Background: an optimization exercise with open tools, aiming at small area, a short achievable clock period and few clock cycles per item. Do not read the settings as production practice. Where RTL was checked, it was by simulation tests only, not by an equivalence proof against the original. Function not checked in run 3: the RTL went through the layout flow alone. The clock port is modelled as an ideal driver; clocking choices that lean on that would not hold on a real chip. Power figures rest on the tool's default switching activity, not on a simulated workload.

`design/flow/run.sh`:
```
#!/bin/bash
# synth_recipe.tcl (not shown) runs the flow's synth.tcl, then flattens the netlist and writes it again
# the make line also repeats each setting of config.mk as NAME=value (left out here)
make -C /OpenROAD-flow-scripts/flow DESIGN_CONFIG=/design/flow/config.mk WORK_HOME=/design/flow/orfs CLKGATE_MAP_FILE= SYNTH_SCRIPT=/design/flow/synth_recipe.tcl finish
```
`design/flow/config.mk`:
```
export PLATFORM = sky130hd
export DESIGN_NAME = afu_region_top
export DESIGN_NICKNAME = afu_region_top
export VERILOG_FILES = /design/flow/design.v
export SDC_FILE = /design/flow/constraint.sdc
export NUM_CORES = 4
export LEC_CHECK = 0
export CAP_MARGIN = 20
export CORE_MARGIN = 2
export CORE_UTILIZATION = 65
export CTS_CLUSTER_DIAMETER = 100
export CTS_CLUSTER_SIZE = 30
export PLACE_DENSITY = 0.75
export SETUP_SLACK_MARGIN = 2.1
export SLEW_MARGIN = 20
export SYNTH_HIERARCHICAL = 1
```
`design/flow/constraint.sdc`:
```
create_clock -name core_clock -period 4.0 [get_ports {i_clk}]
set_input_delay 0.8000 -clock core_clock [delete_from_list [all_inputs] [get_ports {i_clk}]]
set_output_delay 0.8000 -clock core_clock [all_outputs]
set_load 0.01 [all_outputs]
```
`design/flow/design.v`:
```
package afu_region_pkg;
   typedef enum logic [1:0] {
      OP_READ  = 2'd0,
      OP_WRITE = 2'd1
   } afu_op_e;
   typedef enum logic [1:0] {
      RSP_OK      = 2'd0,
      RSP_BAD_PID = 2'd1,
      RSP_BAD_OP  = 2'd2
   } afu_status_e;
   typedef enum logic [1:0] {
      HS_IDLE      = 2'd0,
      HS_BUSY      = 2'd1,
      HS_ACK       = 2'd2,
      HS_WAIT_DROP = 2'd3
   } afu_hs_state_e;
endpackage
`timescale 1ns/1ns
module afu_null_port (
   input  logic                   i_clk,
   input  logic                   i_arst_n,
   input  logic                   i_wr,         
   input  logic [64-1:0] i_wdata_q,
   output logic [64-1:0] o_scratch,
   output logic                   o_vld
);
   logic scr_wr_q;
   always_ff @(posedge i_clk or negedge i_arst_n) begin
      if (!i_arst_n) begin
         scr_wr_q <= 1'b0;
         o_vld    <= 1'b0;
      end else begin
         scr_wr_q <= i_wr;
         if (scr_wr_q) o_vld <= 1'b1;
      end
   end
   always_ff @(posedge i_clk) begin
      if (scr_wr_q) o_scratch <= i_wdata_q;
   end
endmodule
`timescale 1ns/1ns
module afu_lb_port (
   input  logic                   i_clk,
   input  logic                   i_arst_n,
   input  logic [4-1:0] i_wr,       
   input  logic                   i_cnt_wr,     
   input  logic [64-1:0] i_wdata_q,
   output logic [4*64-1:0] o_buf,    
   output logic [4-1:0] o_vld,
   output logic [16-1:0] o_cnt
);
   logic [4-1:0] buf_wr_q;
   logic                     cnt_wr_q;
   always_ff @(posedge i_clk or negedge i_arst_n) begin
      if (!i_arst_n) begin
         buf_wr_q <= '0;
         o_vld    <= '0;
         cnt_wr_q <= 1'b0;
         o_cnt    <= '0;
      end else begin
         buf_wr_q <= i_wr;
         o_vld    <= o_vld | buf_wr_q;
         cnt_wr_q <= i_cnt_wr;
         if (cnt_wr_q) o_cnt <= o_cnt + 1'b1;
      end
   end
   always_ff @(posedge i_clk) begin
      for (int i = 0; i < 4; i++) begin
         if (buf_wr_q[i]) o_buf[i*64 +: 64] <= i_wdata_q;
      end
   end
endmodule
`timescale 1ns/1ns
module afu_req_decode (
   input  logic                   i_clk,
   input  logic                   i_arst_n,
   input  logic                   i_req,
   input  logic [3-1:0]  i_req_pid,
   input  logic [1:0]             i_req_op,
   input  logic [4-1:0] i_req_addr,
   input  logic [64-1:0] i_req_wdata,
   output logic [2*4-1:0] o_word_wr,     
   output logic                   o_cnt_wr,          
   output logic [64-1:0] o_wdata_q,         
   output logic                   o_ack,
   output afu_region_pkg::afu_status_e o_status
);
   logic                      take;
   logic                      wr;
   logic [5-1:0] pid_is;
   logic [4-1:0]  addr_is;
   assign take = i_req && !o_ack;
   assign wr   = take && (i_req_op == 2'd1);
   for (genvar p = 0; p < 5; p++) begin : gen_pid
      assign pid_is[p] = (i_req_pid == 3'(p));
   end
   for (genvar a = 0; a < 4; a++) begin : gen_addr
      assign addr_is[a] = (i_req_addr == 4'(a));
   end
   for (genvar p = 0; p < 5; p++) begin : gen_port
      if (p == 1) begin : gen_lb
         for (genvar a = 0; a < 4; a++) begin : gen_word
            assign o_word_wr[4+a]  = wr && pid_is[p] && addr_is[a];
         end
      end else begin : gen_null
         localparam int S = (p == 0) ? 0 : p - 1;
         assign o_word_wr[S]  = wr && pid_is[p] && (i_req_addr == 4'h1);
      end
   end
   assign o_cnt_wr  = wr && pid_is[1];
   always_ff @(posedge i_clk or negedge i_arst_n) begin
      if (!i_arst_n) o_ack <= 1'b0;
      else           o_ack <= i_req;
   end
   always_ff @(posedge i_clk) begin
      if (i_req_pid >= 3'(5)) o_status <= afu_region_pkg::RSP_BAD_PID;
      else if (i_req_op[1])                         o_status <= afu_region_pkg::RSP_BAD_OP;
      else                                          o_status <= afu_region_pkg::RSP_OK;
      o_wdata_q <= i_req_wdata;
   end
endmodule
`timescale 1ns/1ns
module afu_port_execute (
   input  logic                   i_clk,
   input  logic                   i_arst_n,
   input  logic [2*4-1:0] i_word_wr,
   input  logic                   i_cnt_wr,
   input  logic [64-1:0] i_wdata_q,
   output logic [2*4*64-1:0] o_word,
   output logic [2*4-1:0] o_word_vld,
   output logic [16-1:0] o_cnt
);
   for (genvar s = 0; s < 5 - 1; s++) begin : gen_null
      afu_null_port u_null (
         .i_clk     (i_clk),
         .i_arst_n  (i_arst_n),
         .i_wr      (i_word_wr[s]),
         .i_wdata_q (i_wdata_q),
         .o_scratch (o_word[s*64 +: 64]),
         .o_vld     (o_word_vld[s])
      );
   end
   afu_lb_port u_lb (
      .i_clk     (i_clk),
      .i_arst_n  (i_arst_n),
      .i_wr      (i_word_wr[4 +: 4]),
      .i_cnt_wr  (i_cnt_wr),
      .i_wdata_q (i_wdata_q),
      .o_buf     (o_word[4*64 +: 4*64]),
      .o_vld     (o_word_vld[4 +: 4]),
      .o_cnt     (o_cnt)
   );
endmodule
`timescale 1ns/1ns
module afu_rd_predec (
   input  logic [3-1:0]  i_pid,
   input  logic [1:0]             i_op,
   input  logic [4-1:0] i_addr,
   output logic                   o_rd_lo,      
   output logic                   o_rd_hi,      
   output logic [3:0]             o_alo,        
   output logic [5-1:0] o_pid,     
   output logic                   o_null_pid    
);
   logic rd;
   assign rd      = (i_op == 2'd0);
   assign o_rd_lo = rd && (i_addr[3:2] == 2'd0);
   assign o_rd_hi = rd && (i_addr[3:2] == 2'd1);
   for (genvar a = 0; a < 4; a++) begin : gen_alo
      assign o_alo[a] = (i_addr[1:0] == 2'(a));
   end
   for (genvar p = 0; p < 5; p++) begin : gen_pid
      assign o_pid[p] = (i_pid == 3'(p));
   end
   assign o_null_pid = (i_pid < 3'(5)) && (i_pid != 3'(1));
endmodule
module afu_and4 (
   input  logic i_a,
   input  logic i_b,
   input  logic i_c,
   input  logic i_d,
   output logic o_y
);
   assign o_y = i_a && i_b && i_c && i_d;
endmodule
module afu_and3 (
   input  logic i_a,
   input  logic i_b,
   input  logic i_c,
   output logic o_y
);
   assign o_y = i_a && i_b && i_c;
endmodule
module afu_rsp_slice #(
   parameter int LO = 0,      
   parameter int W  = 16      
) (
   input  logic                   i_clk,
   input  logic [2*4-1:0] i_word_sel,
   input  logic                   i_cnt_sel,
   input  logic                   i_hdr_sel,
   input  logic [3-1:0]  i_pid,
   input  logic [2*4*64-1:0] i_word,    
   input  logic [16-1:0] i_cnt,
   output logic [W-1:0]           o_rdata
);
   localparam logic [64-1:0] HDR_ID  = {{(64-12){1'b0}}, 12'h014};
   localparam logic [64-1:0] HDR_PID = {{(64-16){1'b0}}, 4'b0111, 12'h000};
   logic [W-1:0] rdata;
   always_comb begin
      rdata = '0;
      for (int b = 0; b < W; b++) begin
         for (int k = 0; k < 2*4; k++)
            rdata[b] = rdata[b] | (i_word[k*64 + LO + b] & i_word_sel[k]);
         if (LO + b < 16)
            rdata[b] = rdata[b] | (i_cnt[(LO + b) % 16] & i_cnt_sel);
         if (HDR_ID[LO + b])
            rdata[b] = rdata[b] | i_hdr_sel;
         if (HDR_PID[LO + b])
            rdata[b] = rdata[b] | (i_hdr_sel & i_pid[(LO + b - 12) % 3]);
      end
   end
   always_ff @(posedge i_clk) begin
      o_rdata <= rdata;
   end
endmodule
module afu_rsp_result (
   input  logic                   i_clk,
   input  logic [3-1:0]  i_pid,
   input  logic [1:0]             i_op,
   input  logic [4-1:0] i_addr,
   input  logic [2*4-1:0] i_word_vld,
   input  logic [2*4*64-1:0] i_word,    
   input  logic [16-1:0] i_cnt,
   output logic [64-1:0] o_rdata
);
   localparam int SW = 16;
   for (genvar s = 0; s < 64 / SW; s++) begin : gen_slice
      logic                      rd_lo;
      logic                      rd_hi;
      logic [3:0]                alo;
      logic [5-1:0] pid;
      logic                      null_pid;
      logic [2*4-1:0] word_sel;
      logic                      cnt_sel;
      logic                      hdr_sel;
      afu_rd_predec u_predec (
         .i_pid      (i_pid),
         .i_op       (i_op),
         .i_addr     (i_addr),
         .o_rd_lo    (rd_lo),
         .o_rd_hi    (rd_hi),
         .o_alo      (alo),
         .o_pid      (pid),
         .o_null_pid (null_pid)
      );
      for (genvar p = 0; p < 5; p++) begin : gen_port
         if (p == 1) begin : gen_lb
            for (genvar a = 0; a < 4; a++) begin : gen_word
               afu_and4 u_sel (
                  .i_a (rd_lo),
                  .i_b (alo[a]),
                  .i_c (pid[p]),
                  .i_d (i_word_vld[4+a]),
                  .o_y (word_sel[4+a])
               );
            end
         end else begin : gen_null
            localparam int S = (p == 0) ? 0 : p - 1;
            afu_and4 u_sel (
               .i_a (rd_lo),
               .i_b (alo[4'h1]),
               .i_c (pid[p]),
               .i_d (i_word_vld[S]),
               .o_y (word_sel[S])
            );
         end
      end
      afu_and3 u_cnt_sel (
         .i_a (rd_hi),
         .i_b (alo[4'h4 & 4'h3]),
         .i_c (pid[1]),
         .o_y (cnt_sel)
      );
      afu_and3 u_hdr_sel (
         .i_a (rd_lo),
         .i_b (alo[4'h0]),
         .i_c (null_pid),
         .o_y (hdr_sel)
      );
      afu_rsp_slice #(
         .LO (s * SW),
         .W  (SW)
      ) u_slice (
         .i_clk      (i_clk),
         .i_word_sel (word_sel),
         .i_cnt_sel  (cnt_sel),
         .i_hdr_sel  (hdr_sel),
         .i_pid      (i_pid),
         .i_word     (i_word),
         .i_cnt      (i_cnt),
         .o_rdata    (o_rdata[s*SW +: SW])
      );
   end
endmodule
`timescale 1ns/1ns
module afu_region_top (
   input  logic                   i_clk,
   input  logic                   i_arst_n,
   input  logic                   i_req,
   input  logic [3-1:0]  i_req_pid,
   input  logic [1:0]             i_req_op,
   input  logic [4-1:0] i_req_addr,
   input  logic [64-1:0] i_req_wdata,
   output logic                   o_ack,
   output logic [64-1:0] o_rsp_rdata,
   output afu_region_pkg::afu_status_e            o_rsp_status
);
   logic [2*4-1:0] dec_word_wr;
   logic                       dec_cnt_wr;
   logic [64-1:0]     dec_wdata_q;
   logic                       dec_ack;
   afu_region_pkg::afu_status_e dec_status;
   logic [2*4*64-1:0] exe_word;
   logic [2*4-1:0] exe_word_vld;
   logic [16-1:0]   exe_cnt;
   afu_req_decode u_decode (
      .i_clk       (i_clk),
      .i_arst_n    (i_arst_n),
      .i_req       (i_req),
      .i_req_pid   (i_req_pid),
      .i_req_op    (i_req_op),
      .i_req_addr  (i_req_addr),
      .i_req_wdata (i_req_wdata),
      .o_word_wr   (dec_word_wr),
      .o_cnt_wr    (dec_cnt_wr),
      .o_wdata_q   (dec_wdata_q),
      .o_ack       (dec_ack),
      .o_status    (dec_status)
   );
   afu_port_execute u_execute (
      .i_clk      (i_clk),
      .i_arst_n   (i_arst_n),
      .i_word_wr  (dec_word_wr),
      .i_cnt_wr   (dec_cnt_wr),
      .i_wdata_q  (dec_wdata_q),
      .o_word     (exe_word),
      .o_word_vld (exe_word_vld),
      .o_cnt      (exe_cnt)
   );
   afu_rsp_result u_result (
      .i_clk      (i_clk),
      .i_pid      (i_req_pid),
      .i_op       (i_req_op),
      .i_addr     (i_req_addr),
      .i_word_vld (exe_word_vld),
      .i_word     (exe_word),
      .i_cnt      (exe_cnt),
      .o_rdata    (o_rsp_rdata)
   );
   assign o_ack        = dec_ack;
   assign o_rsp_status = dec_status;
endmodule
```
==> out/results.md, run 1 <==
| Quantity | Reported | Unit |
|:---|:---|:---|
| Setup repair after global routing missed its margin | yes | - |
| Setup TNS | 0 | ns |
| Element type at the critical path start | flop | - |
| Largest net degree at the start of global routing | 46 | - |
| Crit path buf inv count | 1 | - |
| Total congestion overflow after global routing | 0 | - |
| Max Cap Viol | 0 | - |
| Global-route wire length before repair | 72.13 | mm |
| Net switching power | 2080 | uW |
| Clock-pin slew on the worst setup and hold paths | 0.12 | ns |
| Via Count | 12,002 | - |
| Part of the power in the clock network | 0.292 | - |
| Weighted congestion reported at the end of routability-driven placement | 0.8360 | - |
| DP HPWL | 26.74 | mm |
| GRT Util Overall | 0.2536 | - |
| Average vias per placed instance | 6.474 | - |
| Area of combinational cells with multiple inputs | 3902 | um^2 |
| IO Pins | 143 | - |
| Via count of the first global-routing pass | 12,122 | - |
| Combinational cell fraction of total power | 0.015 | - |
| Die width | 193.3 | um |
| Maximum buffer depth of the clock tree | 3 | - |
| Most common library cell in the layout ignoring fill and taps | edfxtp_1 | - |
| Sequential share of power | 0.694 | - |
| Total power | 11,030 | uW |
| Slowest Stage Delay on Critical Path | 0.39 | ns |
| Die height | 193.3 | um |
| Fraction of final layout cells sized beyond drive strength 1 | 0.2139 | - |
| Final Worst Setup Slack | 2.082 | ns |
| Fill cell count | 2,216 | - |
| Diodes inserted | 0 | - |
| Data arrival time of the critical path | 1.12 | ns |
| Final setup vio count | 0 | - |
| Rows | 69 | - |
| Critical-path top delay cell | dfrtp_1 | - |
| Die Footprint | 37,370 | um^2 |
| Worst-Skew Late Latency | 0.59 | ns |
| Type of the most critical hold path | reg2reg | - |
| Ordered list of cells on the worst path | buf_2 | - |
| Required time of the worst setup path | 3.20 | ns |
| Final wirelength | 47.77 | mm |
| Outcome | timing/DRC/antenna clean | - |
| Clock period minus worst slack | 1.918 | ns |
| Gate count after technology mapping | 1,216 | - |
| Post-synthesis net count | 1,293 | - |
| Worst Clk Skew | 0.02673 | ns |
| Post-route antenna net violation count | 0 | - |
| Effective utilization at floorplan | 0.6581 | - |
| FF+latch area | 18,900 | um^2 |
| Total of buffers placed on input and output ports | 142 | - |
| Synthesized area per cell | 19.16 | um^2 |
| Growth of design area from synthesis to finish | 10.62 | % |
| Total Nets Final | 1,452 | - |
| Slew Viols, Final | 0 | - |
| Remaining max-slew budget at the tightest pin | 0.3833 | - |
| CTS Root Buffer Type | clkbuf_16 | - |
| Worst slew pin tran | 0.9250 | ns |
| 1st-iter DRT viols | 1,096 | - |
| Sink count of the clock tree | 676 | - |
| Total power divided by cell area | 428.1 | nW/um^2 |
| Switching power share of the total | 0.1886 | - |
| Period utilization | 0.4795 | - |
| Placement Setup Slack | 0.7898 | ns |
| Initial antenna violation count | 0 | - |
| Internal power consumption | 8952 | uW |
| CP max FO | 2 | - |
| Final Hold Viols | 0 | - |
| Family with the most delay on the worst path | flip-flops | - |
| Syn Std Cell Area | 23,290 | um^2 |
| Most frequent cells in the layout | edfxtp_1 (512), a22oi_1 (176), dfxtp_1 (90) | - |
| Critical Path Sink Type | primary output | - |
| Fmax | 0.5214 | GHz |
| VDD IR-drop max | 0.0003665 | V |
| Average wire length per cell after detail routing | 25.76 | um |
| Number of search-and-repair iterations in the first detailed-routing pass | 5 | - |
| Static leakage | 0.008589 | uW |
| Number of levels in the clock H-tree | 1 | - |
| Number of clock buffers inserted by TritonCTS | 26 | - |
| Crit path kind | reg2out | - |
| Area inside the core boundary | 35,400 | um^2 |
| Clock tree from TritonCTS | yes | - |
| Post-route DRC violation count | 0 | - |
| Count of warnings emitted by yosys | 13 | - |
[what timing repair did]
| item | CTS | global route |
|---|---|---|
| hold buffers | 0 | 0 |
| cloned | 0 | 0 |
| endpoints found under the setup margin | 203 | 48 |
| pin swaps | 2 | 0 |
| gates resized for setup | 372 | 19 |
| setup buffers | 7 | 1 |
[flip-flops by register name, summed over array words and instances, names as in the netlist]
signal,cells
u_execute.u_lb.cnt_wr_q,1
u_execute.gen_null.u_null.o_vld,4
u_execute.u_lb.o_vld,4
u_execute.gen_null.u_null.o_scratch,256
u_execute.u_lb.buf_wr_q,4
u_result.gen_slice.u_slice.o_rdata,64
u_execute.u_lb.o_cnt,16
u_decode.o_wdata_q,64
u_execute.u_lb.o_buf,256
u_execute.gen_null.u_null.scr_wr_q,4
u_decode.o_status,2
u_decode.o_ack,1
[final cells by class]
| class | instances | area share |
|---|---|---|
| clock buffer | 45 | 0.02884 |
| clock inverter | 1 | 0.0006312 |
| inverter | 4 | 0.0005827 |
| multi-input combinational | 471 | 0.1514 |
| sequential | 676 | 0.7335 |
| tap | 461 | 0.02238 |
| timing repair buffer | 196 | 0.06264 |
[power groups by stage]
stage | Sequential [uW] | Combinational (uW) | Clock [uW]
6_report | 7650 | 161 | 3220
5_1_grt | 7670 | 173 | 3500
4_1_cts | 7650 | 159 | 3260
3_5_place_dp | 7810 | 159 | 0
3_3_place_gp | 7810 | 155 | 0
2_1_floorplan | 7780 | 32.8 | 0
[worst paths after layout]
| path | depth (start not counted) | slack, ns | start | to |
|---|---|---|---|---|
| max | 1 | 2.08 | u_decode.o_ack | o_ack |
| min | 2 | 0.47 | u_execute.u_lb.o_buf[74] | u_result.gen_slice[0].u_slice.o_rdata[10] |
| max reg2reg | 1 | 2.17 | u_execute.u_lb.buf_wr_q[0] | u_execute.u_lb.o_buf[6] |
| min reg2reg | 2 | 0.47 | u_execute.u_lb.o_buf[74] | u_result.gen_slice[0].u_slice.o_rdata[10] |
| max in group asynchronous | 2 | 2.99 | i_arst_n | u_execute.u_lb.buf_wr_q[0] |
| min in group asynchronous | 2 | 0.62 | i_arst_n | u_execute.u_lb.o_cnt[3] |
[stage by stage]
| stage | area (um^2) | hold slack (ns) | instances | util |
|---|---|---|---|---|
| final | 25770 | 0.4705 | 1854 | 0.7280 |
| after floorplan | 23400 | 0.4379 | 1216 | - |
| after CTS | 25680 | 0.4759 | 1853 | 0.7255 |
| after detailed placement | 25100 | 0.4546 | 1800 | 0.7092 |
| after global placement | 25100 | 0.4488 | 1800 | 0.7092 |
| after global routing | 25770 | 0.4880 | 1854 | 0.7280 |
[layer usage]
metal	track usage	up-vias	part of all wire
met5	0	-	0
met4	0.05570	0	0.017
met3	0.03190	68	0.078
met2	0.4218	541	0.50
met1	0.3676	6098	0.41
li1	-	5295	-
Testbench counts, summed over its fixed seeds: cycles 6,400, items 3,200.
==> inputs of run 2 (changes only) <==
==> design/flow/flow/run.sh (new file) <==
#!/bin/bash
set -euo pipefail
here=$(cd "$(dirname "${BASH_SOURCE[0]}")" && pwd)
export BUFFER_PORTS_ARGS="-buffer_cell sky130_fd_sc_hd__buf_2"
export POST_CTS_TCL="$here/post_cts.tcl"
bash standard.sh > standard.log 2>&1
==> design/flow/flow/post_cts.tcl (new file) <==
set block [ord::get_db_block]
set clk_net [$block findNet i_clk]
set removed 0
foreach it [$clk_net getITerms] {
  set inst [$it getInst]
  set master [[$inst getMaster] getName]
  if {![string match "sky130_fd_sc_hd__clkbuf_*" $master]} { continue }
  set out_net ""
  foreach oit [$inst getITerms] {
    if {[$oit isOutputSignal]} { set out_net [$oit getNet] }
  }
  if {$out_net eq ""} { continue }
  set loads {}
  set all_bufs 1
  foreach lit [$out_net getITerms] {
    if {[$lit getInst] eq $inst} { continue }
    lappend loads $lit
    if {![string match "sky130_fd_sc_hd__clkbuf_*" [[[$lit getInst] getMaster] getName]]} { set all_bufs 0 }
  }
  set port_pins [expr {[llength [$clk_net getITerms]] - 1 + [llength $loads]}]
  if {!$all_bufs || $port_pins > 4 || [llength [$out_net getBTerms]] > 0} { continue }
  puts "post_cts: removing clock root buffer [$inst getName] ($master), port now drives $port_pins pins"
  foreach lit $loads {
    $lit disconnect
    $lit connect $clk_net
  }
  $it disconnect
  odb::dbInst_destroy $inst
  odb::dbNet_destroy $out_net
  incr removed
  break
}
if {$removed} {
  estimate_parasitics -placement
  report_clock_skew
  report_worst_slack -max
  report_worst_slack -min
}
==> design/flow/standard.sh (new file) <==
#!/bin/bash
# synth_recipe.tcl (not shown) runs the flow's synth.tcl, then flattens the netlist and writes it again
# the make line also repeats each setting of config.mk as NAME=value (left out here)
make -C /OpenROAD-flow-scripts/flow DESIGN_CONFIG=/design/flow/config.mk WORK_HOME=/design/flow/orfs CLKGATE_MAP_FILE= SYNTH_SCRIPT=/design/flow/synth_recipe.tcl "${@:-finish}"
--- a/design/flow/config.mk
+++ b/design/flow/config.mk
@@ -11,6 +11,6 @@
 export CTS_CLUSTER_DIAMETER = 100
 export CTS_CLUSTER_SIZE = 30
 export PLACE_DENSITY = 0.75
-export SETUP_SLACK_MARGIN = 2.1
+export SETUP_SLACK_MARGIN = 2.25
 export SLEW_MARGIN = 20
 export SYNTH_HIERARCHICAL = 1
removed: design/flow/run.sh
==> out/results.md, run 2 <==
| Quantity | Reported | Unit |
|:---|:---|:---|
| Outcome | timing/DRC/antenna clean | - |
| Most common library cell in the layout ignoring fill and taps | edfxtp_1 | - |
| Slowest Stage Delay on Critical Path | 0.39 | ns |
| Remaining max-slew budget at the tightest pin | 0.4313 | - |
| Period utilization | 0.4779 | - |
| Die Footprint | 37,370 | um^2 |
| Slew Viols, Final | 0 | - |
| Final Hold Viols | 0 | - |
| Post-route antenna net violation count | 0 | - |
| Fmax | 0.5231 | GHz |
| Growth of design area from synthesis to finish | 14.21 | % |
| Family with the most delay on the worst path | simple AND/OR/NAND/NOR gates | - |
| Post-route DRC violation count | 0 | - |
| Global-route wire length before repair | 72.06 | mm |
| Gate count after technology mapping | 1,216 | - |
| IO Pins | 143 | - |
| Clock tree from TritonCTS | yes | - |
| Registers with the most flip-flops | u_execute.gen_null.u_null.o_scratch: 256 flops, u_execute.u_lb.o_buf: 256 flops | - |
| Busiest grt layer | met2 | - |
| Max Cap Viol | 0 | - |
| Die height | 193.3 | um |
| Initial antenna violation count | 1 | - |
| Data arrival time of the critical path | 2.30 | ns |
| Rows | 69 | - |
| CP max FO | 8 | - |
| Number of search-and-repair iterations in the first detailed-routing pass | 5 | - |
| 1st-iter DRT viols | 1,231 | - |
| Crit path buf inv count | 4 | - |
| Met3 track utilization from global routing | 0.03574 | - |
| Worst slew pin tran | 0.8530 | ns |
| Weighted congestion reported at the end of routability-driven placement | 0.7698 | - |
| Total power divided by cell area | 412.7 | nW/um^2 |
| Total Nets Final | 1,480 | - |
| Required time of the worst setup path | 4.39 | ns |
| Via count of the first global-routing pass | 11,791 | - |
| Met1 Use GR | 0.3594 | - |
| Synthesized area per cell | 19.16 | um^2 |
| Core utilization of the finished layout | 0.7516 | - |
| Via Count | 12,484 | - |
| Ordered list of cells on the worst path | buf_12, nor4_4, buf_6, buf_12, and4_4, buf_4, a221oi_2, nand4_1 | - |
| Count of warnings emitted by yosys | 13 | - |
| Post-synthesis net count | 1,293 | - |
| GRT Util Overall | 0.2539 | - |
| Syn Std Cell Area | 23,290 | um^2 |
| Critical Path Sink Type | flop | - |
| Worst-Skew Late Latency | 0.45 | ns |
| Area of combinational cells with multiple inputs | 4269 | um^2 |
| GR Util met2 | 0.4275 | - |
| Total congestion overflow after global routing | 0 | - |
| Static leakage | 0.008965 | uW |
| Area inside the core boundary | 35,400 | um^2 |
| Die width | 193.3 | um |
| DP HPWL | 24.74 | mm |
| Sink count of the clock tree | 676 | - |
| Element type at the critical path start | input port | - |
| Setup TNS | 0 | ns |
| Cell type with the highest occurrence count on the critical path | buf_12 | - |
| Average wire length per cell after detail routing | 27.84 | um |
| Effective utilization at floorplan | 0.6581 | - |
| Critical-path top delay cell | nor4_4 | - |
| Setup repair after global routing missed its margin | yes | - |
| Final wirelength | 52.48 | mm |
| Fraction of final layout cells sized beyond drive strength 1 | 0.3092 | - |
| Largest net degree at the start of global routing | 66 | - |
| Clock period minus worst slack | 1.912 | ns |
| Type of the most critical hold path | in2reg | - |
| Total of buffers placed on input and output ports | 142 | - |
| Fill cell count | 1,979 | - |
| Average vias per placed instance | 6.623 | - |
| VDD IR-drop max | 0.0003626 | V |
| Final setup vio count | 0 | - |
| Crit path kind | in2reg | - |
| Clock-pin slew on the worst setup and hold paths | 0.11 | ns |
| Worst Clk Skew | 0.02160 | ns |
| Most frequent cells in the layout | edfxtp_1 (512), a22oi_1 (163), buf_2 (99) | - |
| FF+latch area | 18,910 | um^2 |
-- run 2: cell types whose count changed in the layout (fill, tap and decap cells not counted), moves of 9 or more --
cell             before  now
a221oi_1              9    0
buf_4                42   29
buf_6                14   47
and4_1               26    5
buf_2                63   99
and4_4                4   34
buf_12                6   26
a22oi_1             176  163
a221oi_2              7   16
a22oi_2              40   53
clkdlybuf4s50_1      66    0
-- run 2: where the power goes --
group	switching [uW]	leakage (uW)	internal, uW	total (uW)
registers	82.4	0.00615	7570	7650
clock network	1910	0.000351	1260	3170
logic	86.1	0.00247	71.6	158
total	2080	0.00897	8900	11000
-- run 2: final cells by class --
type                       count  area share
sequential                   676      0.7108
multi-input combinational    480      0.1605
timing repair buffer         216     0.07849
clock buffer                  46     0.02728
tap                          461     0.02168
clock inverter                 1   0.0006114
inverter                       4   0.0005644
antenna                        1  0.00009406
-- run 2: through the flow --
| stage | power (uW) | cells | hold WS, ns | area [um^2] | setup slack, ns |
|---|---|---|---|---|---|
| 6_report | 10980 | 1885 | 0.4388 | 26600 | 2.088 |
| 5_1_grt | 11270 | 1885 | 0.4132 | 26600 | 2.108 |
| 3_5_place_dp | 7926 | 1768 | 0.4576 | 24250 | 1.134 |
| 3_3_place_gp | 7915 | 1768 | 0.4530 | 24250 | 1.186 |
| 2_1_floorplan | 7815 | 1216 | 0.4404 | 23620 | 2.046 |
-- run 2: layer usage --
| layer | part of all wire | vias up | wire length [um] |
|---|---|---|---|
| met5 | 0 | - | 0 |
| li1 | - | 5376 | - |
| met2 | 0.49 | 659 | 25870 |
| met4 | 0.025 | 0 | 1312 |
| met3 | 0.090 | 94 | 4736 |
| met1 | 0.39 | 6355 | 20560 |
-- run 2: worst paths after layout --
path	startpoint	to	slack, ns	cells past startpoint
max	i_req_op[1]	u_result.gen_slice[0].u_slice.o_rdata[12]	2.09	8
min	i_req_wdata[36]	u_decode.o_wdata_q[36]	0.44	1
max reg2reg	u_execute.gen_null[2].u_null.o_vld	u_result.gen_slice[0].u_slice.o_rdata[4]	2.34	5
min reg2reg	u_execute.gen_null[1].u_null.o_scratch[40]	u_result.gen_slice[2].u_slice.o_rdata[8]	0.48	2
max in group asynchronous	i_arst_n	u_execute.u_lb.buf_wr_q[3]	2.92	1
min in group asynchronous	i_arst_n	u_execute.u_lb.o_cnt[0]	0.45	1
-- run 2: worst reg2reg max path, delay by kind of cell, from the launching register on --
kind | cells | cell delay [ns]
compound gates | 2 | 0.40
buf+inv | 1 | 0.14
flops | 1 | 0.56
simple gates | 2 | 0.44
==> inputs of run 3 (changes only) <==
--- a/design/flow/design.v
+++ b/design/flow/design.v
@@ -234,7 +234,7 @@
    input  logic [16-1:0] i_cnt,
    output logic [64-1:0] o_rdata
 );
-   localparam int SW = 16;
+   localparam int SW = 8;
    for (genvar s = 0; s < 64 / SW; s++) begin : gen_slice
       logic                      rd_lo;
       logic                      rd_hi;
--- a/design/flow/config.mk
+++ b/design/flow/config.mk
@@ -11,6 +11,6 @@
 export CTS_CLUSTER_DIAMETER = 100
 export CTS_CLUSTER_SIZE = 30
 export PLACE_DENSITY = 0.75
-export SETUP_SLACK_MARGIN = 2.25
+export SETUP_SLACK_MARGIN = 2.1
 export SLEW_MARGIN = 20
 export SYNTH_HIERARCHICAL = 1
==> out/results.md, run 3 <==
| Quantity | Reported | Unit |
|:---|:---|:---|
| Most common library cell in the layout ignoring fill and taps | edfxtp_1 | - |
| Core utilization of the finished layout | 0.7114 | - |
| Worst Clk Skew | 0.02224 | ns |
| Fill cell count | 2,314 | - |
| Most frequent cells in the layout | edfxtp_1 (512), a22oi_1 (210), buf_2 (126) | - |
| Period utilization | 0.4791 | - |
| Synthesized area per cell | 18.34 | um^2 |
| Total congestion overflow after global routing | 0 | - |
| Rows | 70 | - |
| GRT Util Overall | 0.2601 | - |
| IO Pins | 143 | - |
| Area inside the core boundary | 36,260 | um^2 |
| 1st-iter DRT viols | 1,204 | - |
| Final non-filler cell area | 25,790 | um^2 |
| Final Hold Viols | 0 | - |
| Post-route antenna net violation count | 0 | - |
| Die width | 195.1 | um |
| Global-route wire length before repair | 74.67 | mm |
| CP max FO | 48 | - |
| Fmax | 0.5218 | GHz |
| Remaining max-slew budget at the tightest pin | 0.2731 | - |
| Static leakage | 0.008627 | uW |
| Critical Path Sink Type | flop | - |
| Average wire length per cell after detail routing | 26.26 | um |
| VDD IR-drop max | 0.0003989 | V |
| Data arrival time of the critical path | 2.25 | ns |
| Outcome | timing/DRC/antenna clean | - |
| DP HPWL | 27.58 | mm |
| Count of warnings emitted by yosys | 17 | - |
| Weighted congestion reported at the end of routability-driven placement | 0.7923 | - |
| Die height | 195.1 | um |
| Sink count of the clock tree | 676 | - |
| Max Cap Viol | 0 | - |
| Setup repair after global routing missed its margin | no | - |
| Initial antenna violation count | 2 | - |
| Growth of design area from synthesis to finish | 8.637 | % |
| Die Footprint | 38,070 | um^2 |
| Total of buffers placed on input and output ports | 142 | - |
| Post-DP Area | 24,580 | um^2 |
| Total power divided by cell area | 427.0 | nW/um^2 |
| Element type at the critical path start | input port | - |
| Ordered list of cells on the worst path | clkbuf_8, and3b_2, and4_2, a222oi_1, nand3_1 | - |
| Total Nets Final | 1,489 | - |
| Worst-Skew Late Latency | 0.46 | ns |
| Via Count | 12,681 | - |
| Slew Viols, Final | 0 | - |
| Setup TNS | 0 | ns |
| Clock-pin slew on the worst setup and hold paths | 0.11 | ns |
| Crit path kind | in2reg | - |
| Syn Std Cell Area | 23,740 | um^2 |
| Average vias per placed instance | 6.667 | - |
| Post-synthesis net count | 1,372 | - |
| Post-route DRC violation count | 0 | - |
| Clock tree from TritonCTS | yes | - |
| Fraction of final layout cells sized beyond drive strength 1 | 0.2430 | - |
| Gate count after technology mapping | 1,295 | - |
| Slowest Stage Delay on Critical Path | 0.43 | ns |
| Effective utilization at floorplan | 0.6548 | - |
| Worst slew pin tran | 1.090 | ns |
| Via count of the first global-routing pass | 12,464 | - |
| Registers with the most flip-flops | u_execute.gen_null.u_null.o_scratch: 256 flops, u_execute.u_lb.o_buf: 256 flops | - |
| Type of the most critical hold path | in2async | - |
| Largest net degree at the start of global routing | 66 | - |
| Clock period minus worst slack | 1.916 | ns |
| Final wirelength | 49.95 | mm |
| Number of search-and-repair iterations in the first detailed-routing pass | 6 | - |
| Final setup vio count | 0 | - |
| Required time of the worst setup path | 4.33 | ns |
| Critical-path top delay cell | a222oi_1 | - |
[run 3: per-stage QoR]
stage | total power (uW) | std cells | worst slack (ns) | hold WS (ns)
finish | 11010 | 1902 | 2.084 | 0.4020
floorplan | 7831 | 1295 | 2.094 | 0.4360
global route | 11320 | 1901 | 2.074 | 0.4184
detailed placement | 7972 | 1842 | 1.131 | 0.4556
global placement | 7958 | 1841 | 1.250 | 0.4460
[run 3: worst paths after layout]
kind / start / end / slack [ns] / cells after the start
setup / recovery: i_req_pid[2] / u_result.gen_slice[1].u_slice.o_rdata[0] / 2.08 / 5
hold / removal: i_arst_n / u_execute.u_lb.o_cnt[6] / 0.40 / 1
setup reg to reg: u_execute.gen_null[1].u_null.scr_wr_q / u_execute.gen_null[1].u_null.o_scratch[49] / 2.15 / 1
hold reg to reg: u_execute.u_lb.o_buf[5] / u_result.gen_slice[0].u_slice.o_rdata[5] / 0.47 / 2
max in group asynchronous: i_arst_n / u_execute.gen_null[1].u_null.scr_wr_q / 3.01 / 1
min in group core_clock: i_req_wdata[13] / u_decode.o_wdata_q[13] / 0.43 / 1
[run 3: routing by layer]
metal / global-route usage / wire length [um]
met4: 0.06983 / 1180
met5: 0 / 0
met2: 0.4397 / 24920
met3: 0.03558 / 3649
met1: 0.3626 / 20200
[run 3: report_power, final]
group          switching, uW  leakage, uW  internal, uW  total, uW
Clock                   1920     0.000351          1260       3180
Sequential              88.4      0.00613          7570       7660
Combinational            102      0.00214          70.4        172
[run 3: area by class of cell]
cell class / instances / area [um^2] / area share
Clock inverter: 1 / 16.27 / 0.0006306
Inverter: 4 / 15.01 / 0.0005821
Sequential cell: 676 / 18880 / 0.7319
Clock buffer: 46 / 725.7 / 0.02813
Multi-Input combinational cell: 547 / 4557 / 0.1767
Antenna cell: 2 / 5.005 / 0.0001940
Tap cell: 468 / 585.6 / 0.02270
Timing Repair Buffer: 158 / 1011 / 0.03919
[run 3: critical path: cells and delay by family]
| family | cells | cell delay, ns |
|---|---|---|
| buffers and inverters | 1 | 0.31 |
| AO/OA/AOI/OAI | 1 | 0.43 |
| AND/OR/NAND/NOR | 3 | 0.70 |
==> inputs of run 4 (changes only) <==
--- a/design/flow/design.v
+++ b/design/flow/design.v
@@ -234,7 +234,7 @@
    input  logic [16-1:0] i_cnt,
    output logic [64-1:0] o_rdata
 );
-   localparam int SW = 8;
+   localparam int SW = 16;
    for (genvar s = 0; s < 64 / SW; s++) begin : gen_slice
       logic                      rd_lo;
       logic                      rd_hi;
--- a/design/flow/config.mk
+++ b/design/flow/config.mk
@@ -7,10 +7,10 @@
 export LEC_CHECK = 0
 export CAP_MARGIN = 20
 export CORE_MARGIN = 2
-export CORE_UTILIZATION = 65
+export CORE_UTILIZATION = 80
 export CTS_CLUSTER_DIAMETER = 100
 export CTS_CLUSTER_SIZE = 30
-export PLACE_DENSITY = 0.75
+export PLACE_DENSITY = 0.88
 export SETUP_SLACK_MARGIN = 2.1
 export SLEW_MARGIN = 20
 export SYNTH_HIERARCHICAL = 1
==> out/results.md, run 4 <==
| Quantity | Reported | Unit |
|:---|:---|:---|
| Outcome | timing/DRC/antenna clean | - |
| Total power | 10,960 | uW |
| Clock tree from TritonCTS | yes | - |
| FF+latch area | 18,860 | um^2 |
| Die height | 174.6 | um |
| Slowest Stage Delay on Critical Path | 0.43 | ns |
| Period utilization | 0.4827 | - |
| Crit path kind | in2reg | - |
| Total of buffers placed on input and output ports | 142 | - |
| Family with the most delay on the worst path | simple AND/OR/NAND/NOR gates | - |
| Max Cap Viol | 0 | - |
| Gate count after technology mapping | 1,216 | - |
| Average wire length per cell after detail routing | 28.90 | um |
| CP max FO | 16 | - |
| Worst flop-to-flop path startpoint | u_execute.u_lb.buf_wr_q[2] | - |
| Fraction of final layout cells sized beyond drive strength 1 | 0.2420 | - |
| Worst slew pin tran | 1.083 | ns |
| Effective utilization at floorplan | 0.8116 | - |
| Critical Path Sink Type | flop | - |
| Most frequent cells in the layout | edfxtp_1 (512), a22oi_1 (177), buf_2 (133) | - |
| Static leakage | 0.008479 | uW |
| Data arrival time of the critical path | 2.31 | ns |
| Weighted congestion reported at the end of routability-driven placement | 0.8002 | - |
| Count of warnings emitted by yosys | 13 | - |
| DP HPWL | 27.03 | mm |
| Die width | 174.6 | um |
| Final Hold Viols | 0 | - |
| Area inside the core boundary | 28,700 | um^2 |
| End of the worst register-to-register path | u_execute.u_lb.o_buf[179] | - |
| Cell type with the highest occurrence count on the critical path | buf_4 | - |
| Ordered list of cells on the worst path | buf_4, nor4_4, buf_4, and4_4, a22oi_1, nand4_1 | - |
| Critical-path top delay cell | nor4_4 | - |
| Type of the most critical hold path | in2async | - |
| Slew Viols, Final | 0 | - |
| Post-route antenna net violation count | 0 | - |
| Via count of the first global-routing pass | 12,583 | - |
| VDD IR-drop max | 0.0005549 | V |
| Most common library cell in the layout ignoring fill and taps | edfxtp_1 | - |
| Clock period minus worst slack | 1.931 | ns |
| Largest net degree at the start of global routing | 47 | - |
| Average vias per placed instance | 7.182 | - |
| Post-route DRC violation count | 0 | - |
| Worst-case register-to-register setup slack | 2.22 | ns |
| Final setup vio count | 0 | - |
| Worst Clk Skew | 0.01876 | ns |
| Sink count of the clock tree | 676 | - |
| Worst-Skew Late Latency | 0.45 | ns |
| Fmax | 0.5179 | GHz |
| Rows | 62 | - |
| Number of search-and-repair iterations in the first detailed-routing pass | 5 | - |
| Registers with the most flip-flops | u_execute.gen_null.u_null.o_scratch: 256 flops, u_execute.u_lb.o_buf: 256 flops | - |
| Global-route wire length before repair | 73.72 | mm |
| Via Count | 12,634 | - |
| IO Pins | 143 | - |
| Total Nets Final | 1,429 | - |
| Synthesized area per cell | 19.16 | um^2 |
| Setup TNS | 0 | ns |
| Total congestion overflow after global routing | 0 | - |
| Die Footprint | 30,500 | um^2 |
| Fill cell count | 1,096 | - |
| Element type at the critical path start | input port | - |
| Total power divided by cell area | 435.2 | nW/um^2 |
| Post-synthesis net count | 1,293 | - |
| Setup repair after global routing missed its margin | yes | - |
| Final wirelength | 50.84 | mm |
| 1st-iter DRT viols | 1,709 | - |
| Crit path buf inv count | 2 | - |
| GRT Util Overall | 0.3254 | - |
| Required time of the worst setup path | 4.38 | ns |
| Clock-pin slew on the worst setup and hold paths | 0.11 | ns |
| Remaining max-slew budget at the tightest pin | 0.2783 | - |
| Growth of design area from synthesis to finish | 8.132 | % |
| Area of combinational cells with multiple inputs | 3971 | um^2 |
| Syn Std Cell Area | 23,290 | um^2 |
| Length in cells of the worst reg-to-reg path | 1 | - |
| Initial antenna violation count | 3 | - |
[run 4: stage by stage]
stage                 util  setup slack, ns  cell area, um^2  cells  hold slack (ns)
finish              0.8776            2.069            25190   1759           0.4379
global route        0.8775            2.003            25190   1758           0.4267
detailed placement  0.8388           0.9928            24080   1694           0.4592
global placement    0.8388            1.129            24080   1694           0.4472
floorplan                -            2.054            23400   1216           0.4379
[run 4: metal layers]
layer  global-route usage  routed length [um]
met2               0.5394               25790
met1               0.4401               18160
met3              0.05178                5051
met4               0.1434                1836
met5                    0                   0
[run 4: power by group]
part	internal [uW]	total, uW	switching, uW
Clock	1260	3180	1920
Combinational	55.9	132	76.2
Sequential	7570	7650	81.3
Total	8890	11000	2080
[run 4: worst max-delay path by stage]
stage,from,end,slack (ns),cells after the start
after global routing,i_req_addr[3],u_result.gen_slice[3].u_slice.o_rdata[12],2.00,6
after floorplan,i_req_addr[3],u_result.gen_slice[0].u_slice.o_rdata[5],2.05,7
after global placement,i_req_pid[0],u_result.gen_slice[0].u_slice.o_rdata[0],1.13,6
after detailed placement,i_req_pid[0],u_result.gen_slice[0].u_slice.o_rdata[11],0.99,6
final,i_req_addr[3],u_result.gen_slice[3].u_slice.o_rdata[12],2.07,6
[run 4: layout make-up]
| cell class | count | share of cell area |
|---|---|---|
| Antenna cell | 3 | 0.0002980 |
| Clock buffer | 46 | 0.02881 |
| Clock inverter | 1 | 0.0006458 |
| Inverter | 4 | 0.0005961 |
| Multi-Input combinational cell | 471 | 0.1577 |
| Sequential cell | 676 | 0.7487 |
| Tap cell | 384 | 0.01908 |
| Timing Repair Buffer | 174 | 0.04416 |
Testbench counts of run 4, summed over its fixed seeds: cycles 6,400, items 3,200.
==> inputs of run 5 (changes only) <==
--- a/design/flow/config.mk
+++ b/design/flow/config.mk
@@ -7,10 +7,10 @@
 export LEC_CHECK = 0
 export CAP_MARGIN = 20
 export CORE_MARGIN = 2
-export CORE_UTILIZATION = 80
+export CORE_UTILIZATION = 65
 export CTS_CLUSTER_DIAMETER = 100
 export CTS_CLUSTER_SIZE = 30
-export PLACE_DENSITY = 0.88
-export SETUP_SLACK_MARGIN = 2.1
+export PLACE_DENSITY = 0.75
+export SETUP_SLACK_MARGIN = 2.0
 export SLEW_MARGIN = 20
 export SYNTH_HIERARCHICAL = 1
==> out/results.md, run 5 <==
| Quantity | Reported | Unit |
|:---|:---|:---|
| IO Pins | 143 | - |
| Most common library cell in the layout ignoring fill and taps | edfxtp_1 | - |
| DP HPWL | 24.75 | mm |
| Largest net degree at the start of global routing | 66 | - |
| Crit path buf inv count | 2 | - |
| Effective utilization at floorplan | 0.6581 | - |
| Slew Viols, Final | 0 | - |
| Gate count after technology mapping | 1,216 | - |
| Syn Std Cell Area | 23,290 | um^2 |
| Critical-path top delay cell | and4_4 | - |
| Clock-pin slew on the worst setup and hold paths | 0.11 | ns |
| Crit path kind | in2reg | - |
| Cell type with the highest occurrence count on the critical path | buf_4 | - |
| Family with the most delay on the worst path | simple AND/OR/NAND/NOR gates | - |
| Outcome | timing/DRC/antenna clean | - |
| Area inside the core boundary | 35,400 | um^2 |
| End point of the critical path | u_result.gen_slice[0].u_slice.o_rdata[0] | - |
| Worst slew pin tran | 0.9202 | ns |
| 1st-iter DRT viols | 1,066 | - |
| Data arrival time of the critical path | 2.38 | ns |
| Average wire length per cell after detail routing | 25.35 | um |
| CP max FO | 28 | - |
| Final setup vio count | 0 | - |
| Length in cells of the worst reg-to-reg path | 1 | - |
| Final non-filler cell area | 25,080 | um^2 |
| Die Footprint | 37,370 | um^2 |
| Via count of the first global-routing pass | 11,691 | - |
| Critical path depth | 7 | - |
| Total Nets Final | 1,419 | - |
| Setup repair after global routing missed its margin | yes | - |
| Synthesized area per cell | 19.16 | um^2 |
| Met1 Use GR | 0.3491 | - |
| Post-placement cell count | 1,768 | - |
| Fmax | 0.5050 | GHz |
| Number of cells in the finished layout apart from fillers | 1,825 | - |
| Post-route DRC violation count | 0 | - |
| Post-DP Area | 24,100 | um^2 |
| Ordered list of cells on the worst path | buf_4, nor3b_2, and4_4, buf_4, a22o_1, a221oi_1, nand3_1 | - |
| Required time of the worst setup path | 4.40 | ns |
| Sink count of the clock tree | 676 | - |
| GRT Util Overall | 0.2451 | - |
| Critical Path Sink Type | flop | - |
| Period utilization | 0.4951 | - |
| Critical path launch point | i_req_pid[0] | - |
| Worst Clk Skew | 0.01909 | ns |
| Final-layout worst hold slack | 0.4384 | ns |
| Total power divided by cell area | 435.8 | nW/um^2 |
| Worst flop-to-flop path startpoint | u_execute.gen_null[3].u_null.scr_wr_q | - |
| Global-route wire length before repair | 70.04 | mm |
| Total congestion overflow after global routing | 0 | - |
| Setup TNS | 0 | ns |
| Via Count | 11,794 | - |
| Rows | 69 | - |
| Max Cap Viol | 0 | - |
| Number of search-and-repair iterations in the first detailed-routing pass | 7 | - |
| Average vias per placed instance | 6.462 | - |
| Die width | 193.3 | um |
| Fraction of final layout cells sized beyond drive strength 1 | 0.2254 | - |
| Clock tree from TritonCTS | yes | - |
| Die height | 193.3 | um |
| Count of warnings emitted by yosys | 13 | - |
| Fill cell count | 2,302 | - |
| Post-synthesis net count | 1,293 | - |
| Most frequent cells in the layout | edfxtp_1 (512), a22oi_1 (177), buf_2 (136) | - |
| Met3 track utilization from global routing | 0.03051 | - |
| Remaining max-slew budget at the tightest pin | 0.3865 | - |
| Worst-Skew Late Latency | 0.45 | ns |
| Static leakage | 0.008382 | uW |
| Element type at the critical path start | input port | - |
| End of the worst register-to-register path | u_execute.gen_null[3].u_null.o_scratch[30] | - |
| Final Hold Viols | 0 | - |
| Registers with the most flip-flops | u_execute.gen_null.u_null.o_scratch: 256 flops, u_execute.u_lb.o_buf: 256 flops | - |
| Busiest grt layer | met2 | - |
| Worst-case register-to-register setup slack | 2.14 | ns |
| Growth of design area from synthesis to finish | 7.660 | % |
| Total of buffers placed on input and output ports | 142 | - |
| Weighted congestion reported at the end of routability-driven placement | 0.7718 | - |
| Final wirelength | 46.27 | mm |
| Post-route antenna net violation count | 0 | - |
| VDD IR-drop max | 0.0004682 | V |
| Clock period minus worst slack | 1.980 | ns |
| Type of the most critical hold path | in2async | - |
| GR Util met2 | 0.4104 | - |
| Slowest Stage Delay on Critical Path | 0.41 | ns |
| Core utilization of the finished layout | 0.7085 | - |
| Initial antenna violation count | 2 | - |
==> run 5: stage by stage <==
step	setup slack, ns	total power, uW
2_1_floorplan	2.011	7813
6_report	2.020	10930
5_1_grt	1.961	11240
3_5_place_dp	1.027	7921
3_3_place_gp	1.149	7912
==> run 5: final cells by class <==
type	instances	area, um^2	area share
antenna	2	5.005	0.0001996
clock buffer	46	725.7	0.02894
clock inverter	1	16.27	0.0006486
inverter	4	15.01	0.0005987
multi-input combinational	471	3936	0.1570
sequential	676	18860	0.7519
tap	461	576.8	0.02300
timing repair buffer	164	947.2	0.03777
==> run 5: how the worst min path moves through the flow <==
stage	start	to	slack, ns	cells past startpoint
after global placement	u_execute.u_lb.o_buf[5]	u_result.gen_slice[0].u_slice.o_rdata[5]	0.44	2
after detailed placement	u_execute.gen_null[3].u_null.o_scratch[18]	u_result.gen_slice[1].u_slice.o_rdata[2]	0.46	2
after floorplan	u_execute.u_lb.o_buf[74]	u_result.gen_slice[0].u_slice.o_rdata[10]	0.44	2
after global routing	i_req_wdata[23]	u_decode.o_wdata_q[23]	0.42	1
final	i_arst_n	u_decode.o_ack	0.44	1
==> run 5: metal layers <==
metal	share of wire	up-vias
met4	0.020	0
met2	0.49	451
li1	-	5224
met1	0.42	6062
met5	0	-
met3	0.073	57
==> run 5: power breakdown <==
part	switching [uW]	internal (uW)	leakage (uW)	total [uW]
combinational	67.7	51.3	0.00190	119
sequential	79.4	7570	0.00613	7650
clock	1900	1260	0.000351	3160
==> inputs of run 6 (changes only) <==
--- a/design/flow/config.mk
+++ b/design/flow/config.mk
@@ -11,6 +11,6 @@
 export CTS_CLUSTER_DIAMETER = 100
 export CTS_CLUSTER_SIZE = 30
 export PLACE_DENSITY = 0.75
-export SETUP_SLACK_MARGIN = 2.0
+export SETUP_SLACK_MARGIN = 2.15
 export SLEW_MARGIN = 20
 export SYNTH_HIERARCHICAL = 1
==> out/results.md, run 6 <==
| Quantity | Reported | Unit |
|:---|:---|:---|
| Die height | 193.3 | um |
| Most frequent cells in the layout | edfxtp_1 (512), a22oi_1 (172), buf_2 (93) | - |
| Area inside the core boundary | 35,400 | um^2 |
| CP max FO | 16 | - |
| Crit path kind | in2reg | - |
| GRT Util Overall | 0.2488 | - |
| Total power divided by cell area | 424.4 | nW/um^2 |
| Post-route DRC violation count | 0 | - |
| Registers with the most flip-flops | u_execute.gen_null.u_null.o_scratch: 256 flops, u_execute.u_lb.o_buf: 256 flops | - |
| End of the worst register-to-register path | u_execute.gen_null[0].u_null.o_scratch[27] | - |
| Diodes inserted | 0 | - |
| End point of the critical path | u_result.gen_slice[3].u_slice.o_rdata[15] | - |
| Static leakage | 0.008633 | uW |
| Gate count after technology mapping | 1,216 | - |
| Element type at the critical path start | input port | - |
| Growth of design area from synthesis to finish | 10.86 | % |
| Rows | 69 | - |
| Remaining max-slew budget at the tightest pin | 0.2781 | - |
| Worst-case register-to-register setup slack | 2.23 | ns |
| Critical Path Sink Type | flop | - |
| Total congestion overflow after global routing | 0 | - |
| Total Nets Final | 1,445 | - |
| Period utilization | 0.4640 | - |
| Sink count of the clock tree | 676 | - |
| Final Hold Viols | 0 | - |
| Ordered list of cells on the worst path | clkbuf_4, nor4_4, buf_4, and4_1, buf_6, a22oi_1, nand4_1 | - |
| Family with the most delay on the worst path | simple AND/OR/NAND/NOR gates | - |
| Largest net degree at the start of global routing | 66 | - |
| Clock period minus worst slack | 1.856 | ns |
| Effective utilization at floorplan | 0.6581 | - |
| Die width | 193.3 | um |
| Worst flop-to-flop path startpoint | u_execute.gen_null[0].u_null.scr_wr_q | - |
| Final wirelength | 47.58 | mm |
| Initial antenna violation count | 0 | - |
| Crit path buf inv count | 3 | - |
| Sequential share of power | 0.698 | - |
| Via count of the first global-routing pass | 11,932 | - |
| DP HPWL | 25.71 | mm |
| Net switching power | 2072 | uW |
| Fraction of final layout cells sized beyond drive strength 1 | 0.2839 | - |
| 1st-iter DRT viols | 1,151 | - |
| Outcome | timing/DRC/antenna clean | - |
| Length in cells of the worst reg-to-reg path | 1 | - |
| Worst Clk Skew | 0.02819 | ns |
| Critical path depth | 7 | - |
| VDD IR-drop max | 0.0004471 | V |
| Part of the power in the clock network | 0.290 | - |
| Switching power share of the total | 0.1891 | - |
| Count of warnings emitted by yosys | 13 | - |
| Total of buffers placed on input and output ports | 142 | - |
| Setup TNS | 0 | ns |
| Required time of the worst setup path | 4.37 | ns |
| Slowest Stage Delay on Critical Path | 0.28 | ns |
| Final setup vio count | 0 | - |
| Average vias per placed instance | 6.554 | - |
| Die Footprint | 37,370 | um^2 |
| Data arrival time of the critical path | 2.23 | ns |
| Combinational cell fraction of total power | 0.012 | - |
| Final Worst Setup Slack | 2.144 | ns |
| Critical-path top delay cell | nor4_4 | - |
| Weighted congestion reported at the end of routability-driven placement | 0.7590 | - |
| Fmax | 0.5388 | GHz |
| Max Cap Viol | 0 | - |
| Post-route antenna net violation count | 0 | - |
| Clock-pin slew on the worst setup and hold paths | 0.12 | ns |
| Critical path launch point | i_req_addr[3] | - |
| Clock tree from TritonCTS | yes | - |
| Internal power consumption | 8887 | uW |
| Number of search-and-repair iterations in the first detailed-routing pass | 6 | - |
| Global-route wire length before repair | 71.12 | mm |
| Via Count | 12,119 | - |
| Syn Std Cell Area | 23,290 | um^2 |
| Synthesized area per cell | 19.16 | um^2 |
| Post-synthesis net count | 1,293 | - |
| Worst-Skew Late Latency | 0.46 | ns |
| Placement Setup Slack | 1.140 | ns |
| Average wire length per cell after detail routing | 25.73 | um |
| Type of the most critical hold path | in2async | - |
| Setup repair after global routing missed its margin | no | - |
| Most common library cell in the layout ignoring fill and taps | edfxtp_1 | - |
| Slew Viols, Final | 0 | - |
| IO Pins | 143 | - |
| Worst slew pin tran | 1.083 | ns |
[run 6: power by group through the flow]
stage / clock network [uW] / logic (uW) / registers, uW
2_1_floorplan: 0 / 33.6 / 7780
3_3_place_gp: 0 / 112 / 7810
3_5_place_dp: 0 / 116 / 7810
5_1_grt: 3440 / 141 / 7670
6_report: 3180 / 130 / 7650
[run 6: how the worst min path moves through the flow]
stage                                                    start                                   endpoint  slack, ns  depth (start not counted)
floorplan                             u_execute.u_lb.o_buf[15]  u_result.gen_slice[0].u_slice.o_rdata[15]       0.44                          2
global placement                      u_execute.u_lb.o_buf[15]  u_result.gen_slice[0].u_slice.o_rdata[15]       0.45                          2
detailed placement  u_execute.gen_null[3].u_null.o_scratch[26]  u_result.gen_slice[1].u_slice.o_rdata[10]       0.46                          2
global route                                   i_req_wdata[33]                     u_decode.o_wdata_q[33]       0.42                          1
finish                                                i_arst_n                    u_execute.u_lb.o_cnt[8]       0.42                          1
[run 6: layout make-up]
cell class	instances	area, um^2
clock buffer	46	725.7
clock inverter	1	16.27
fill	2142	9573
inverter	4	15.01
multi-input combinational	471	4046
sequential	676	18900
tap	461	576.8
timing repair buffer	190	1548
[run 6: stage by stage]
stage / std cells / hold slack, ns / instance area, um^2 / utilization / power (uW)
after global routing: 1849 / 0.4232 / 25820 / 0.7296 / 11250
final: 1849 / 0.4179 / 25820 / 0.7296 / 10960
after detailed placement: 1770 / 0.4561 / 24250 / 0.6852 / 7928
after floorplan: 1216 / 0.4379 / 23550 / - / 7815
after global placement: 1770 / 0.4547 / 24250 / 0.6852 / 7918
[run 6: layer usage]
layer	wire, um	vias up	global-route usage
met5	0	-	0
met4	1034	0	0.06588
li1	-	5289	-
met1	19710	6257	0.3594
met3	3078	69	0.02336
met2	23760	504	0.4159
==> inputs of run 7 (changes only) <==
--- a/design/flow/config.mk
+++ b/design/flow/config.mk
@@ -11,6 +11,6 @@
 export CTS_CLUSTER_DIAMETER = 100
 export CTS_CLUSTER_SIZE = 30
 export PLACE_DENSITY = 0.75
-export SETUP_SLACK_MARGIN = 2.15
+export SETUP_SLACK_MARGIN = 2.1
 export SLEW_MARGIN = 20
 export SYNTH_HIERARCHICAL = 1
==> out/results.md, run 7 <==
| Quantity | Reported | Unit |
|:---|:---|:---|
| Initial antenna violation count | 0 | - |
| Weighted congestion reported at the end of routability-driven placement | 0.7412 | - |
| Worst-Skew Late Latency | 0.45 | ns |
| GRT Util Overall | 0.2521 | - |
| Internal power consumption | 8888 | uW |
| Period utilization | 0.4695 | - |
| Rows | 69 | - |
| Outcome | timing/DRC/antenna clean | - |
| Number of cells in the finished layout apart from fillers | 1,832 | - |
| Die height | 193.3 | um |
| Registers with the most flip-flops | u_execute.gen_null.u_null.o_scratch: 256 flops, u_execute.u_lb.o_buf: 256 flops | - |
| Part of the power in the clock network | 0.289 | - |
| Critical Path Sink Type | flop | - |
| Growth of design area from synthesis to finish | 8.611 | % |
| Data arrival time of the critical path | 2.26 | ns |
| Area of combinational cells with multiple inputs | 3996 | um^2 |
| Post-placement cell count | 1,770 | - |
| Fmax | 0.5325 | GHz |
| Fill cell count | 2,206 | - |
| FF+latch area | 18,860 | um^2 |
| Length in cells of the worst reg-to-reg path | 1 | - |
| Sink count of the clock tree | 676 | - |
| Post-synthesis net count | 1,293 | - |
| VDD IR-drop max | 0.0003428 | V |
| Slew Viols, Final | 0 | - |
| Clock period minus worst slack | 1.878 | ns |
| Worst hold path startpoint | i_req_wdata[34] | - |
| Via Count | 11,866 | - |
| Remaining max-slew budget at the tightest pin | 0.3130 | - |
| Total Nets Final | 1,428 | - |
| Count of warnings emitted by yosys | 13 | - |
| Average vias per placed instance | 6.477 | - |
| Effective utilization at floorplan | 0.6581 | - |
| Worst-case register-to-register setup slack | 2.24 | ns |
| IO Pins | 143 | - |
| DP HPWL | 26.11 | mm |
| Crit path kind | in2reg | - |
| CP max FO | 16 | - |
| Type of the most critical hold path | in2reg | - |
| Global-route wire length before repair | 71.86 | mm |
| Final wirelength | 47.55 | mm |
| Static leakage | 0.008484 | uW |
| Gate count after technology mapping | 1,216 | - |
| Synthesized area per cell | 19.16 | um^2 |
| Setup TNS | 0 | ns |
| Clock tree from TritonCTS | yes | - |
| Area inside the core boundary | 35,400 | um^2 |
| Combinational cell fraction of total power | 0.012 | - |
| Most frequent cells in the layout | edfxtp_1 (512), a22oi_1 (177), buf_2 (130) | - |
| Post-route DRC violation count | 0 | - |
| Diodes inserted | 0 | - |
| Sequential share of power | 0.699 | - |
| Clock-pin slew on the worst setup and hold paths | 0.11 | ns |
| Fraction of final layout cells sized beyond drive strength 1 | 0.2502 | - |
| Final Hold Viols | 0 | - |
| Switching power share of the total | 0.1883 | - |
| Total of buffers placed on input and output ports | 142 | - |
| Die Footprint | 37,370 | um^2 |
| Final setup vio count | 0 | - |
| Average wire length per cell after detail routing | 25.96 | um |
| Largest net degree at the start of global routing | 53 | - |
| Setup repair after global routing missed its margin | no | - |
| Worst Clk Skew | 0.02062 | ns |
| Post-route antenna net violation count | 0 | - |
| Element type at the critical path start | input port | - |
| Endpoint, Worst Hold | u_decode.o_wdata_q[34] | - |
| Via count of the first global-routing pass | 11,826 | - |
| 1st-iter DRT viols | 1,134 | - |
| Required time of the worst setup path | 4.38 | ns |
| Die width | 193.3 | um |
| Worst slew pin tran | 1.031 | ns |
| Max Cap Viol | 0 | - |
| Total congestion overflow after global routing | 0 | - |
| Total power divided by cell area | 432.8 | nW/um^2 |
| End of the worst register-to-register path | u_execute.gen_null[0].u_null.o_scratch[41] | - |
| Most common library cell in the layout ignoring fill and taps | edfxtp_1 | - |
| Number of search-and-repair iterations in the first detailed-routing pass | 5 | - |
| Count of cells along the worst hold path | 1 | - |
| Syn Std Cell Area | 23,290 | um^2 |
| Worst flop-to-flop path startpoint | u_execute.gen_null[0].u_null.scr_wr_q | - |
| Net switching power | 2062 | uW |
| Total power | 10,950 | uW |
==> run 7: layout make-up <==
type | instances | share of cell area
tap | 461 | 0.02280
timing repair buffer | 172 | 0.04392
clock buffer | 46 | 0.02868
clock inverter | 1 | 0.0006429
sequential | 676 | 0.7454
multi-input combinational | 472 | 0.1580
inverter | 4 | 0.0005935
==> run 7: per-stage QoR <==
| step | utilization | instance area (um^2) | worst slack (ns) | hold slack [ns] |
|---|---|---|---|---|
| 6_report | 0.7147 | 25300 | 2.122 | 0.4379 |
| 3_5_place_dp | 0.6841 | 24220 | 0.9371 | 0.4538 |
| 5_1_grt | 0.7147 | 25300 | 2.104 | 0.4249 |
| 2_1_floorplan | - | 23400 | 2.054 | 0.4379 |
| 3_3_place_gp | 0.6841 | 24220 | 1.138 | 0.4473 |
==> run 7: how the worst max path moves through the flow <==
stage	from	end	slack, ns	depth (start not counted)
6_report	i_req_op[1]	u_result.gen_slice[0].u_slice.o_rdata[4]	2.12	8
3_3_place_gp	i_req_pid[0]	u_result.gen_slice[0].u_slice.o_rdata[4]	1.14	6
2_1_floorplan	i_req_addr[3]	u_result.gen_slice[0].u_slice.o_rdata[5]	2.05	7
3_5_place_dp	i_req_pid[0]	u_result.gen_slice[0].u_slice.o_rdata[8]	0.94	6
5_1_grt	i_req_addr[0]	u_result.gen_slice[2].u_slice.o_rdata[13]	2.10	5
==> run 7: metal layers <==
layer | track usage | up-vias | wire [um]
met5 | 0 | - | 0
met4 | 0.04552 | 0 | 772
met3 | 0.02877 | 54 | 3495
met2 | 0.4353 | 494 | 24170
met1 | 0.3571 | 6060 | 19110
li1 | - | 5258 | -
==> run 7: power by group through the flow <==
stage	Combinational, uW	Clock (uW)	Sequential, uW
6_report	132	3160	7650
3_3_place_gp	111	0	7810
3_5_place_dp	116	0	7810
5_1_grt	143	3450	7670
2_1_floorplan	32.8	0	7780
==> run 7: critical path: stages <==
cell	delay [ns]
buf_6	0.13
nor4_4	0.26
buf_4	0.19
buf_4	0.12
and4_4	0.41
a22o_1	0.20
a221oi_2	0.04
nand4_1	0.10

==> re-timing with driven ports <==
Ports are ideal in the flow. The routed layouts listed here were re-timed in OpenROAD.
Step 1: set_driving_cell puts a clkbuf_16 on i_clk and a buf_2 on each other input, an assumption about the parent block.
Step 2 times the ports against the registers' clock, not the clock port: input delays grow and output delays shrink by t, the midpoint of the rising clock arrivals with the driver on.
Slacks: no drivers / after step 1 / after step 2; pairs: no drivers / after step 1.
run | shift t [ns] | setup WS [ns] | hold WS [ns] | worst slew at a driven data input, ns | pins driven straight from the clock port
run 1 | 0.630 | 2.082 / 2.030 / 1.506 | 0.471 / 0.471 / 0.471 | 0.05 | 1
run 2 | 0.511 | 2.088 / 2.089 / 1.578 | 0.439 / 0.393 / 0.479 | 0.20 | 2
run 3 | 0.516 | 2.084 / 2.057 / 1.540 | 0.402 / 0.357 / 0.475 | 0.10 | 2
run 4 | 0.508 | 2.069 / 2.069 / 1.561 | 0.438 / 0.398 / 0.473 | 0.08 | 2
run 5 | 0.510 | 2.020 / 2.015 / 1.505 | 0.438 / 0.392 / 0.469 | 0.07 | 2
run 6 | 0.513 | 2.144 / 2.161 / 1.653 | 0.418 / 0.385 / 0.475 | 0.07 | 2
run 7 | 0.510 | 2.122 / 2.143 / 1.641 | 0.438 / 0.395 / 0.476 | 0.06 | 2
After both steps setup and hold are still met in every run listed. For run 1, which loses most, drivers alone change the setup slack by -0.052 ns; drivers and shift together by -0.576 ns.
